This design comes from an exercise in tuning for small area, a short achievable clock period and few clock cycles per item on the open sky130 flow, not from production work. In this exercise RTL edits were held to simulation tests only and were not proved equivalent to the original. No activity file was given, so power comes from the tool's default toggle rates.

==> flow/design.v <==
`timescale 1ns / 1ps
package ple_pkg;
   localparam int CAPACITY   = 64;
   localparam int DATA_WIDTH = 32;
   localparam int POS_W     = 7;
   localparam int VAL_W     = 32;
   localparam int CNT_OUT_W = 7;
   localparam int SLOT_W = $clog2(CAPACITY);
   localparam int CNT_W  = $clog2(CAPACITY + 1);
   localparam int CMP_W  = ((CNT_W > POS_W) ? CNT_W : POS_W) + 1;
   localparam int RD_W   = (DATA_WIDTH < VAL_W) ? DATA_WIDTH : VAL_W;
   typedef logic [SLOT_W-1:0]     ple_slot_type;
   typedef logic [CNT_W-1:0]      ple_cnt_type;
   typedef logic [DATA_WIDTH-1:0] ple_data_type;
   typedef enum logic [2:0] {
      OP_INS_FIRST = 3'd0,
      OP_INS_LAST  = 3'd1,
      OP_INS_POS   = 3'd2,
      OP_DEL_FIRST = 3'd3,
      OP_DEL_LAST  = 3'd4,
      OP_DEL_POS   = 3'd5,
      OP_READ      = 3'd6
   } ple_op_type;
   typedef enum logic [1:0] {
      STS_OK     = 2'd0,
      STS_BADPOS = 2'd1,
      STS_EMPTY  = 2'd2,
      STS_FULL   = 2'd3
   } ple_status_type;
   typedef enum logic [3:0] {
      ST_IDLE,
      ST_CHECK,
      ST_SCAN,
      ST_PRIME,
      ST_WALK,
      ST_LINK_A,
      ST_LINK_B,
      ST_UNLINK,
      ST_DONE
   } ple_state_type;
   typedef struct packed {
      logic         nxt_we;
      ple_slot_type nxt_addr;
      ple_slot_type nxt_data;
      logic         prv_we;
      ple_slot_type prv_addr;
      ple_slot_type prv_data;
      logic         elm_we;
      ple_slot_type elm_addr;
      ple_data_type elm_data;
   } ple_wr_type;
   typedef struct packed {
      ple_slot_type nxt;
      ple_slot_type prv;
      ple_data_type elm;
   } ple_rd_type;
endpackage
`timescale 1ns / 1ps
module ple_store
(
   input  logic         clock,
   input  ple_pkg::ple_slot_type rd_addr,
   input  ple_pkg::ple_wr_type   wr,
   output ple_pkg::ple_rd_type   rd_data
);
   ple_pkg::ple_slot_type nxt_mem [0:ple_pkg::CAPACITY-1];
   ple_pkg::ple_slot_type prv_mem [0:ple_pkg::CAPACITY-1];
   ple_pkg::ple_data_type elm_mem [0:ple_pkg::CAPACITY-1];
   ple_pkg::ple_rd_type   rd_ff;
   always_ff @(posedge clock) begin
      if (wr.nxt_we) begin
         nxt_mem[wr.nxt_addr] <= wr.nxt_data;
      end
      if (wr.prv_we) begin
         prv_mem[wr.prv_addr] <= wr.prv_data;
      end
      if (wr.elm_we) begin
         elm_mem[wr.elm_addr] <= wr.elm_data;
      end
   end
   always_ff @(posedge clock) begin
      rd_ff.nxt <= nxt_mem[rd_addr];
      rd_ff.prv <= prv_mem[rd_addr];
      rd_ff.elm <= elm_mem[rd_addr];
   end
   assign rd_data = rd_ff;
endmodule
`timescale 1ns / 1ps
module positional_list_engine_unit
(
   input  logic                        clock,
   input  logic                        reset,
   input  logic                        req_valid,
   output logic                        req_ready,
   input  logic [2:0]                  req_opcode,
   input  logic signed [ple_pkg::VAL_W-1:0]     req_value,
   input  logic [ple_pkg::POS_W-1:0]            req_position,
   output logic                        rsp_valid,
   input  logic                        rsp_ready,
   output logic [1:0]                  rsp_status,
   output logic [ple_pkg::CNT_OUT_W-1:0]        rsp_element_count,
   output logic signed [ple_pkg::VAL_W-1:0]     rsp_read_value
);
   ple_pkg::ple_state_type  state_ff, state_in;
   ple_pkg::ple_op_type     op_ff, op_in;
   ple_pkg::ple_data_type   val_ff, val_in;
   logic [ple_pkg::POS_W-1:0] pos_ff, pos_in;
   ple_pkg::ple_status_type sts_ff, sts_in;
   logic [ple_pkg::VAL_W-1:0] rd_ff, rd_in;
   ple_pkg::ple_cnt_type    count_ff, count_in;
   ple_pkg::ple_slot_type   head_ff, head_in;
   logic [ple_pkg::CAPACITY-1:0] free_ff, free_in;
   ple_pkg::ple_cnt_type    step_ff, step_in;
   ple_pkg::ple_cnt_type    tgt_ff, tgt_in;
   logic           front_ff, front_in;
   ple_pkg::ple_slot_type   n_ff, n_in;
   ple_pkg::ple_slot_type   a_ff, a_in;
   ple_pkg::ple_slot_type   b_ff, b_in;
   ple_pkg::ple_slot_type   cur_ff, cur_in;
   ple_pkg::ple_slot_type   rd_addr;
   ple_pkg::ple_wr_type     wr;
   ple_pkg::ple_rd_type     rd_data;
   logic           is_ins, is_del, is_read;
   logic           chk_act;
   ple_pkg::ple_status_type chk_status;
   ple_pkg::ple_cnt_type    chk_epos;
   ple_pkg::ple_cnt_type    chk_tgt;
   ple_pkg::ple_cnt_type    count_inc;
   logic [ple_pkg::CMP_W-1:0] pos_ext, cnt_ext;
   logic           full, empty, ins_bad, acc_bad;
   logic           step_hit;
   logic           scan_hit;
   logic [ple_pkg::VAL_W-1:0] elm_out;
   ple_store u_store (
      .clock   (clock),
      .rd_addr (rd_addr),
      .wr      (wr),
      .rd_data (rd_data)
   );
   always_comb begin
      is_ins  = (op_ff == ple_pkg::OP_INS_FIRST) || (op_ff == ple_pkg::OP_INS_LAST) ||
                (op_ff == ple_pkg::OP_INS_POS);
      is_del  = (op_ff == ple_pkg::OP_DEL_FIRST) || (op_ff == ple_pkg::OP_DEL_LAST) ||
                (op_ff == ple_pkg::OP_DEL_POS);
      is_read = (op_ff == ple_pkg::OP_READ);
   end
   always_comb begin
      count_inc  = count_ff + 1'b1;
      pos_ext    = ple_pkg::CMP_W'(pos_ff);
      cnt_ext    = ple_pkg::CMP_W'(count_ff);
      full       = (count_ff == ple_pkg::CNT_W'(ple_pkg::CAPACITY));
      empty      = (count_ff == '0);
      ins_bad    = (pos_ext == '0) || (pos_ext > (cnt_ext + ple_pkg::CMP_W'(1)));
      acc_bad    = (pos_ext == '0) || (pos_ext > cnt_ext);
      chk_status = ple_pkg::STS_OK;
      chk_act    = 1'b0;
      chk_epos   = ple_pkg::CNT_W'(1);
      unique case (op_ff)
         ple_pkg::OP_INS_FIRST: begin
            if (full) chk_status = ple_pkg::STS_FULL;
            else      chk_act    = 1'b1;
         end
         ple_pkg::OP_INS_LAST: begin
            chk_epos = count_inc;
            if (full) chk_status = ple_pkg::STS_FULL;
            else      chk_act    = 1'b1;
         end
         ple_pkg::OP_INS_POS: begin
            chk_epos = ple_pkg::CNT_W'(pos_ff);
            if (ins_bad)   chk_status = ple_pkg::STS_BADPOS;
            else if (full) chk_status = ple_pkg::STS_FULL;
            else           chk_act    = 1'b1;
         end
         ple_pkg::OP_DEL_FIRST: begin
            if (empty) chk_status = ple_pkg::STS_EMPTY;
            else       chk_act    = 1'b1;
         end
         ple_pkg::OP_DEL_LAST: begin
            chk_epos = count_ff;
            if (empty) chk_status = ple_pkg::STS_EMPTY;
            else       chk_act    = 1'b1;
         end
         ple_pkg::OP_DEL_POS, ple_pkg::OP_READ: begin
            chk_epos = ple_pkg::CNT_W'(pos_ff);
            if (acc_bad) chk_status = ple_pkg::STS_BADPOS;
            else         chk_act    = 1'b1;
         end
         default: begin
            chk_act = 1'b0;
         end
      endcase
      chk_tgt = (is_ins && (chk_epos == count_inc)) ? ple_pkg::CNT_W'(1) : chk_epos;
   end
   always_comb begin
      step_hit = (step_ff == tgt_ff);
      scan_hit = free_ff[step_ff[ple_pkg::SLOT_W-1:0]];
      elm_out  = '0;
      elm_out[ple_pkg::RD_W-1:0] = rd_data.elm[ple_pkg::RD_W-1:0];
   end
   always_comb begin
      state_in = state_ff;
      unique case (state_ff)
         ple_pkg::ST_IDLE: begin
            if (req_valid) state_in = ple_pkg::ST_CHECK;
         end
         ple_pkg::ST_CHECK: begin
            if (!chk_act)    state_in = ple_pkg::ST_DONE;
            else if (is_ins) state_in = ple_pkg::ST_SCAN;
            else             state_in = ple_pkg::ST_PRIME;
         end
         ple_pkg::ST_SCAN: begin
            if (scan_hit) state_in = empty ? ple_pkg::ST_LINK_A : ple_pkg::ST_PRIME;
         end
         ple_pkg::ST_PRIME: begin
            state_in = ple_pkg::ST_WALK;
         end
         ple_pkg::ST_WALK: begin
            if (step_hit) begin
               if (is_ins)      state_in = ple_pkg::ST_LINK_A;
               else if (is_del) state_in = ple_pkg::ST_UNLINK;
               else             state_in = ple_pkg::ST_DONE;
            end
         end
         ple_pkg::ST_LINK_A: begin
            state_in = ple_pkg::ST_LINK_B;
         end
         ple_pkg::ST_LINK_B, ple_pkg::ST_UNLINK: begin
            state_in = ple_pkg::ST_DONE;
         end
         ple_pkg::ST_DONE: begin
            if (rsp_ready) state_in = ple_pkg::ST_IDLE;
         end
         default: begin
            state_in = ple_pkg::ST_IDLE;
         end
      endcase
   end
   always_comb begin
      op_in    = op_ff;
      val_in   = val_ff;
      pos_in   = pos_ff;
      sts_in   = sts_ff;
      rd_in    = rd_ff;
      count_in = count_ff;
      head_in  = head_ff;
      free_in  = free_ff;
      step_in  = step_ff;
      tgt_in   = tgt_ff;
      front_in = front_ff;
      n_in     = n_ff;
      a_in     = a_ff;
      b_in     = b_ff;
      cur_in   = cur_ff;
      rd_addr  = cur_ff;
      wr       = '0;
      unique case (state_ff)
         ple_pkg::ST_IDLE: begin
            if (req_valid) begin
               op_in  = ple_pkg::ple_op_type'(req_opcode);
               val_in = ple_pkg::DATA_WIDTH'(req_value);
               pos_in = req_position;
            end
         end
         ple_pkg::ST_CHECK: begin
            sts_in   = chk_status;
            rd_in    = '0;
            tgt_in   = chk_tgt;
            front_in = (chk_epos == ple_pkg::CNT_W'(1));
            step_in  = '0;
         end
         ple_pkg::ST_SCAN: begin
            if (scan_hit) begin
               n_in   = step_ff[ple_pkg::SLOT_W-1:0];
               a_in   = step_ff[ple_pkg::SLOT_W-1:0];
               cur_in = step_ff[ple_pkg::SLOT_W-1:0];
            end else begin
               step_in = step_ff + 1'b1;
            end
         end
         ple_pkg::ST_PRIME: begin
            rd_addr = head_ff;
            cur_in  = head_ff;
            step_in = ple_pkg::CNT_W'(1);
         end
         ple_pkg::ST_WALK: begin
            if (step_hit) begin
               a_in = rd_data.prv;
               b_in = rd_data.nxt;
               if (is_read) rd_in = elm_out;
            end else begin
               cur_in  = rd_data.nxt;
               rd_addr = rd_data.nxt;
               step_in = step_ff + 1'b1;
            end
         end
         ple_pkg::ST_LINK_A: begin
            wr.nxt_we   = 1'b1;
            wr.nxt_addr = a_ff;
            wr.nxt_data = n_ff;
            wr.prv_we   = 1'b1;
            wr.prv_addr = n_ff;
            wr.prv_data = a_ff;
            wr.elm_we   = 1'b1;
            wr.elm_addr = n_ff;
            wr.elm_data = val_ff;
         end
         ple_pkg::ST_LINK_B: begin
            wr.nxt_we   = 1'b1;
            wr.nxt_addr = n_ff;
            wr.nxt_data = cur_ff;
            wr.prv_we   = 1'b1;
            wr.prv_addr = cur_ff;
            wr.prv_data = n_ff;
            if (front_ff) head_in = n_ff;
            free_in[n_ff] = 1'b0;
            count_in      = count_inc;
         end
         ple_pkg::ST_UNLINK: begin
            if (count_ff == ple_pkg::CNT_W'(1)) begin
               head_in = '0;
            end else begin
               wr.nxt_we   = 1'b1;
               wr.nxt_addr = a_ff;
               wr.nxt_data = b_ff;
               wr.prv_we   = 1'b1;
               wr.prv_addr = b_ff;
               wr.prv_data = a_ff;
               if (front_ff) head_in = b_ff;
            end
            free_in[cur_ff] = 1'b1;
            count_in        = count_ff - 1'b1;
         end
         ple_pkg::ST_DONE: begin
            rd_addr = cur_ff;
         end
         default: begin
            rd_addr = cur_ff;
         end
      endcase
   end
   always_ff @(posedge clock) begin
      if (reset) begin
         state_ff <= ple_pkg::ST_IDLE;
         count_ff <= '0;
         head_ff  <= '0;
         free_ff  <= '1;
      end else begin
         state_ff <= state_in;
         count_ff <= count_in;
         head_ff  <= head_in;
         free_ff  <= free_in;
      end
   end
   always_ff @(posedge clock) begin
      op_ff    <= op_in;
      val_ff   <= val_in;
      pos_ff   <= pos_in;
      sts_ff   <= sts_in;
      rd_ff    <= rd_in;
      step_ff  <= step_in;
      tgt_ff   <= tgt_in;
      front_ff <= front_in;
      n_ff     <= n_in;
      a_ff     <= a_in;
      b_ff     <= b_in;
      cur_ff   <= cur_in;
   end
   assign req_ready         = (state_ff == ple_pkg::ST_IDLE);
   assign rsp_valid         = (state_ff == ple_pkg::ST_DONE);
   assign rsp_status        = sts_ff;
   assign rsp_element_count = ple_pkg::CNT_OUT_W'(count_ff);
   assign rsp_read_value    = rd_ff;
endmodule
==> flow/run.sh <==
#!/bin/bash
# synth_recipe.tcl (not shown) runs the flow's synth.tcl, then flattens the netlist and writes it again
# the make line also repeats each setting of config.mk as NAME=value (left out here)
make -C /OpenROAD-flow-scripts/flow DESIGN_CONFIG=/design/flow/config.mk WORK_HOME=/design/flow/orfs CLKGATE_MAP_FILE= SYNTH_SCRIPT=/design/flow/synth_recipe.tcl finish
==> flow/config.mk <==
export PLATFORM = sky130hd
export DESIGN_NAME = positional_list_engine_unit
export DESIGN_NICKNAME = positional_list_engine_unit
export VERILOG_FILES = /design/flow/design.v
export SDC_FILE = /design/flow/constraint.sdc
export NUM_CORES = 4
export LEC_CHECK = 0
export CAP_MARGIN = 20
export CORE_MARGIN = 2
export CORE_UTILIZATION = 30
export PLACE_DENSITY = 0.5
export SLEW_MARGIN = 20
==> flow/constraint.sdc <==
create_clock -name core_clock -period 8.0 [get_ports {clock}]
set_input_delay 1.6000 -clock core_clock [delete_from_list [all_inputs] [get_ports {clock}]]
set_output_delay 1.6000 -clock core_clock [all_outputs]
set_load 0.01 [all_outputs]
==> summary.md <==
| Metric | Value |
|---|---|
| Outcome | `no timing/DRC/antenna violations` |
| Crit start category | `flip-flop` |
| Peak Freq | `174 MHz` |
| Core ar. | `400000 um2` |
| Mapped Cells | `9065` |
| Number of global-route vias before repair | `74300` |
| Hold Path Class | `flip-flop to flip-flop` |
| Worst Setup SP | `step_ff[4]$_DFFE_PP_` |
| Detailed Place HPWL | `222000 um` |
| Cts bufs inserted | `327` |
| Nets | `9193` |
| Max-cap violations | `0` |
| Critical path endpoint category | `flip-flop` |
| Pre-CTS setup slack | `2.35 ns` |
| Reg2reg start | `step_ff[4]$_DFFE_PP_` |
| Ys flop type | `edfxtp_1` |
| # port buffers | `88` |
| I/O pin count | `89` |
| Clock share of power | `39.3%` |
| Commonest non-fill, non-tap cell in the layout | `edfxtp_1` |
| Synth unique cells | `72` |
| Clk latency of the worst-skew pair | `0.95 ns` |
| Die height | `638 um` |
| DRC | `0` |
| Leak | `47.2 nW` |
| Die Wd | `638 um` |
| Initial antenna violation count | `23` |
| Final Cell Area | `139000 um2` |
| Skew final | `0.0847 ns` |
| DR WL/cell | `26.8 um` |
| Worst r2r dst | `u_store.rd_ff[18]$_DFF_P_` |
| Commonest cells after routing, fill and taps aside | `edfxtp_1 (2931), nand2_1 (2538), nand3_1 (631), a21oi_1 (460), clkbuf_16 (336)` |
| WP data arrival | `6.49 ns` |
| CP max stage delay | `1.01 ns` |
| Post-synth EDFFs | `2931` |
| Final Max Slew Viols | `0` |
| Buf/Inv on CP | `2` |
| Mapped Area | `121000 um2` |
| Area growth syn-to-layout | `15.4%` |
| Worst r2r path cells | `9` |
| Synth Register Bits | `3056` |
| Cts hold-fix bufs | `0` |
| Tot Pwr | `38.3 mW` |
| H-tree depth | `5` |
| Fin crit share | `71.8%` |
| Relative slew slack | `20.7%` |
| P_int | `27.7 mW` |
| Die area | `408000 um2` |
| Max VDD drop | `0.218 mV` |
| Setup TNS | `0 ns` |
| Initial core utilization | `30.2%` |
| RSZ-0062 raised after global routing | `false` |
| TritonCTS clock tree | `yes` |
| Remaining Overflow, GRT | `0` |
| Mapped Nets | `9136` |
| CP Depth | `9` |
| CP max-delay cell | `a2111oi_0` |
| Placed instance area | `129000 um2` |
| Seq/Total Area, Yosys | `75.0%` |
| Crit path max fanout | `89` |
| First-pass GRT wire length | `554000 um` |
| Ys async rst share | `0%` |
| CP cell instances | `xor2_1, nor3_2, and2_1, a311o_2, buf_4, buf_12, a31oi_1, a2111oi_0, a221oi_1` |
| Pwr/cell area | `275 nW/um2` |
| RD Place Congestion | `0.828` |
| Cell family with most CP delay | `compound AO/OA/AOI/OAI gates` |
| Global Route Usage Sum | `18.6%` |
| 1st-iter DRT viols | `8757` |
| Share of layout cells above drive strength 1 | `9.32%` |
| Final ANT Viol Nets | `0` |
| Root Driver | `clkbuf_16` |
| Sw Pwr | `10.6 mW` |
| WL final | `393000 um` |
| Sw frac | `27.6%` |
| Drt pass-1 iters | `6` |
| Total number of vias | `77100` |
| R2R setup slack | `2.26 ns` |
| Final Worst Setup Slack | `2.26 ns` |
| Sequential Power Share | `47.2%` |
| Mean post-synth cell area | `13.3 um2` |
| Final Hold Viols | `0` |
| Num Clock Sinks | `3056` |
| Tightest Pin Transition | `1.19 ns` |
| Clock Pin Slew Worst Setup and Hold Paths | `0.06 ns` |
| YS warnings | `2` |
| Worst setup path class | `flip-flop to flip-flop` |
| CP required | `8.74 ns` |
| Largest net degree at the start of global routing | `168` |
| Row cnt | `232` |
| Clk buf depth | `4` |
| Post-CTS sizing | `0` |
| Routed vias/inst | `5.25` |
| Final min period | `5.74 ns` |
| Finish-stage setup viols | `0` |
| Logic pwr share | `13.5%` |
| Post-CTS setup buffers | `0` |
| Crit path to | `u_store.rd_ff[18]$_DFF_P_` |
## cell usage after synthesis, drive strengths merged, types with 32 or more instances
master	number	area, um2
edfxtp	2931	88000
nand2	2540	9530
nand3	636	3190
a21oi	461	2320
nor2	333	1250
clkbuf	308	1160
buf	259	1290
a31oi	215	1350
nand4	202	1260
mux2i	192	1920
dfxtp	125	2500
a2111oi	96	841
o21ai	92	460
and3	78	488
and2	76	475
o22ai	56	350
nor3	53	270
mux4	44	991
a32oi	39	342
a221oi	35	363
inv	35	131
a32o	32	320
## power groups by stage
stage               clock network [mW]  logic (mW)  registers [mW]
detailed placement                   0        5.16            18.4
global route                      15.9        5.50            18.1
global placement                     0        5.14            18.4
finish                            15.1        5.17            18.1
CTS                               15.3        5.17            18.1
floorplan                            0        3.04            18.1
## per-stage QoR
step | utilization (%) | hold WS [ns] | std cells
after CTS | 34.8 | 0.491 | 14700
after global placement | 32.1 | 0.475 | 14000
after detailed placement | 32.2 | 0.474 | 14100
final | 34.8 | 0.495 | 14700
after global routing | 34.8 | 0.514 | 14700
after floorplan | - | 0.403 | 9065
## worst min-delay path by stage
stage	from	endpoint	slack (ns)	cells after the start
floorplan	u_store.rd_ff[42]$_DFF_P_	b_ff[4]$_DFFE_PP_	0.40	0
global placement	free_ff[63]$_SDFFE_PP1N_	free_ff[63]$_SDFFE_PP1N_	0.48	2
detailed placement	free_ff[20]$_SDFFE_PP1N_	free_ff[20]$_SDFFE_PP1N_	0.47	1
CTS	free_ff[52]$_SDFFE_PP1N_	free_ff[52]$_SDFFE_PP1N_	0.49	1
global route	free_ff[36]$_SDFFE_PP1N_	free_ff[36]$_SDFFE_PP1N_	0.51	1
finish	free_ff[52]$_SDFFE_PP1N_	free_ff[52]$_SDFFE_PP1N_	0.50	1
## flip-flops by register name (all words and copies together), names as in the netlist, 3 cells and up
signal           cells
a_ff                 6
b_ff                 6
rd_ff               32
cur_ff               6
val_ff              32
head_ff              6
n_ff                 6
pos_ff               7
free_ff             64
u_store.rd_ff       44
u_store.elm_mem   2048
count_ff             7
tgt_ff               7
op_ff                3
step_ff              7
state_ff             4
u_store.prv_mem    384
u_store.nxt_mem    384
## metal layers
layer	track usage (%)	up-vias	wire, um
li1	-	33700	-
met1	25.3	39600	165000
met2	30.9	3183	187000
met3	2.33	608	27100
met4	6.03	2	13100
met5	0	-	15
## logic make-up after synthesis
kind of cell             synth area share, %
multiplexers                            2.43
adder cells (fa/ha/maj)                0.259
XOR/XNOR                               0.243
AND/OR/NAND/NOR                         14.1
buffers and inverters                   2.14
flip-flops                              75.0
AO/OA/AOI/OAI                           5.84
## area by class of cell
cell class / count / area, um2
clock inverters: 157 / 1520
inverters: 35 / 131
flip-flops and latches: 3056 / 90500
fillers: 38500 / 261000
clock buffers: 442 / 9060
diodes: 13 / 32.5
well taps: 5265 / 6590
repair buffers: 295 / 3030
multi-input cells: 5407 / 28400
Testbench counts, summed over its fixed seeds: cycles 320,450, items 12,000.

[static timing again, ports no longer ideal]
How much do the figures lean on ideal ports? The routed layout below was timed once more, with nothing changed but the port constraints.
Step 1 (the two cells are an assumption about what drives the block):
set clk [get_ports {clock}]
set_driving_cell -lib_cell sky130_fd_sc_hd__clkbuf_16 $clk
set_driving_cell -lib_cell sky130_fd_sc_hd__buf_2 [delete_from_list [all_inputs] $clk]
Step 2 moves the port delays by t, midway between the first and last clock arrival at a register: inputs arrive t later, outputs are due t later. That takes back most of the time a late clock gives input paths.
Three values: no drivers, after step 1, after step 2; two values: the first two.
t (ns): 1.006
setup slack, ns: 2.259 / 2.259 / 2.259
worst hold slack (ns): 0.495 / 0.495 / 0.495
worst slew at a driven data input, ns: 0.13
After both steps setup and hold are still met in this run. The setup slack of this run moves by 0.000 ns with the drivers and by 0.000 ns with both steps.
